Context: an optimization exercise on an open-source flow, tuned for small area. The choices shown serve that exercise and are no tape-out recipe. Only simulation tests tie the RTL to the original design; equivalence was not proved.

Setup of pepper:
## ds_box2x2
module ds_box2x2 #(
   parameter int DATA_WIDTH = 24,
   parameter int ADDR_WIDTH = 16,
   parameter int IMG_W      = 256,
   parameter int IMG_H      = 256
) (
   input  logic                  clk,
   input  logic                  rst_n,
   input  logic [DATA_WIDTH-1:0] pix_i,
   input  logic                  pix_valid_i,
   input  logic                  frame_clr_i,
   output logic [DATA_WIDTH-1:0] ds_pix_o,
   output logic                  ds_valid_o,
   output logic [ADDR_WIDTH-1:0] ds_addr_o,
   output logic                  frame_done_o
);
Size in the first run: ~3700 cells after synthesis, ~3500 flip-flops, about 70 I/O pins.
export LEC_CHECK = 0
export CAP_MARGIN = 20
export CORE_MARGIN = 2
export CORE_UTILIZATION = 75
export PLACE_DENSITY = 0.9
export SLEW_MARGIN = 20
create_clock -name core_clock -period 7.0 [get_ports {clk}]
standard.sh (not shown) runs the stock make flow with config.mk's settings and CLKGATE_MAP_FILE= SYNTH_SCRIPT=/design/flow/synth_recipe.tcl, a recipe that flattens the netlist after the stock synthesis.
==> flow/flow/run.sh <==
#!/bin/bash
# Standard ORFS layout with four changes: small port buffers; clock tree
# synthesis without dummy loads and with clkbuf_8 leaf clusters; and the
# shift-enable net re-buffered by flow/en_hook.tcl before the resize step.
set -euo pipefail
HERE=$(pwd)
CTS="-sink_clustering_enable -repair_clock_nets -dont_use_dummy_load"
CTS="$CTS -buf_list sky130_fd_sc_hd__clkbuf_8 -sink_clustering_size 21 -sink_clustering_max_diameter 65"
bash standard.sh \
  "BUFFER_PORTS_ARGS=-buffer_cell sky130_fd_sc_hd__buf_1" \
  "CTS_ARGS=$CTS" \
  "PRE_RESIZE_TCL=$HERE/flow/en_hook.tcl" \
  finish > standard_flow.log 2>&1
==> flow/flow/en_hook.tcl <==
# PRE_RESIZE hook: rebuild the buffer tree of the line buffer's shift enable
# (one net driving every edfxtp DE pin) as 20 buf_12 cluster buffers fed by
# one buf_8, in place of the tree that timing-driven placement built.
source [file join [file dirname [info script]] en_tree.tcl]
en_tree_rebuild 20 sky130_fd_sc_hd__buf_12 sky130_fd_sc_hd__buf_8
Other scripts of this flow, unchanged in this note and not shown: flow/flow/en_tree.tcl
The flow ended early for pepper: it failed with a tool error in detailed placement (3_5_place_dp).
Changes in nickel relative to pepper:
- removing PLACE_DENSITY (formerly 0.9)
## What came out
- Final estimated routing congestion in global placement: pepper and nickel compared, lower one is pepper
- Synthesized cell count delta (pepper -> nickel): insignificant
- nickel did not stop at any stage, and its layout met the timing, DRC and antenna checks.
- As far as xor and xnor area share after synthesis goes, pepper and nickel are indistinguishable; the numbers are identical.
- For placed wire-length estimate, dividing the value from pepper by the value from nickel gives 1.6.
Relative to nickel, the following input files were edited for onyx:
- PLACE_DENSITY: unset -> 0.9
diff --git a/flow/flow/run.sh b/flow/flow/run.sh
--- a/flow/flow/run.sh
+++ b/flow/flow/run.sh
@@ -8 +8 @@
-CTS="$CTS -buf_list sky130_fd_sc_hd__clkbuf_8 -sink_clustering_size 21 -sink_clustering_max_diameter 65"
+CTS="$CTS -buf_list sky130_fd_sc_hd__clkbuf_8 -sink_clustering_size 23 -sink_clustering_max_diameter 60"
Notes after the runs:
nickel completed end to end with timing, DRC and antenna clean. onyx did not make it past detailed placement (3_5_place_dp), where a tool error ended it. onyx against nickel: weighted congestion reported at the end of routability-driven placement -2.3%, summed instance area of the synthesized netlist has remained practically unchanged, number of primary I/O pins saw little to no change. Sequential cell area fraction in the yosys report: nickel vs onyx, no meaningful difference. Delta (onyx minus nickel): share of the synthesized netlist area taken by xor and xnor gates was more or less identical, effective utilization at floorplan was more or less identical, count of standard-cell rows was more or less identical, HPWL reported at the end of detailed placement went up by 32000 um, number of flops mapped to enable cells by yosys was more or less identical. There was hardly any difference in synthesized instance count between onyx and nickel.
For quartz, these inputs were changed with respect to onyx:
- removing PLACE_DENSITY (formerly 0.9)
diff --git a/flow/flow/run.sh b/flow/flow/run.sh
--- a/flow/flow/run.sh
+++ b/flow/flow/run.sh
@@ -8 +8 @@
-CTS="$CTS -buf_list sky130_fd_sc_hd__clkbuf_8 -sink_clustering_size 23 -sink_clustering_max_diameter 60"
+CTS="$CTS -buf_list sky130_fd_sc_hd__clkbuf_8 -sink_clustering_size 21 -sink_clustering_max_diameter 65"
==> flow/flow/en_hook.tcl <==
# PRE_RESIZE hook: rebuild the buffer tree of the line buffer's shift enable
# (one net driving every edfxtp DE pin) as 40 buf_4 cluster buffers fed by
# one buf_8, in place of the tree that timing-driven placement built.
source [file join [file dirname [info script]] en_tree.tcl]
en_tree_rebuild 40 sky130_fd_sc_hd__buf_4 sky130_fd_sc_hd__buf_8
Results
quartz: done, clean on timing, DRC and antenna
Compared with onyx, quartz shows a lower half-perimeter wire length after detailed placement.
From quartz to onyx, number of enable-type register cells in the synthesized netlist did not move at all.
Comparing onyx with quartz, the starting density of the core came out essentially unchanged.
Share of synthesized area occupied by flip-flops and latches: onyx vs quartz identical
Number of different library cells in the post-synthesis netlist: onyx vs quartz identical
Floorplan die width of onyx is on par with quartz.
Comparing onyx against quartz, there is no change at all in share of cell area taken by muxes after synthesis.
Re synthesized area: no difference whatsoever between quartz and onyx.
Looking at weighted congestion reported at the end of routability-driven placement across quartz and onyx, the one that comes out lower is onyx.

[port drivers added, routing unchanged]
Ports are ideal in the flow. The routed layouts listed here were re-timed in OpenROAD.
Step 1 sets driving cells, clkbuf_16 on the clock port and buf_2 on the other inputs (assumed; they add their load-dependent delay and slew).
Step 2 times the ports against the registers' clock, not the clock port: input delays grow and output delays shrink by t, the midpoint of the rising clock arrivals with the driver on.
Three values: no drivers, after step 1, after step 2; two values: the first two.
run	t (ns)	setup WS [ns]	worst register clock-pin slew, ns	worst slew at a driven data input, ns
nickel	0.952	1.294 / 1.294 / 1.294	0.12 / 0.12	0.04
quartz	0.970	1.327 / 1.327 / 1.327	0.12 / 0.12	0.04
After both steps every run listed still meets setup and hold.
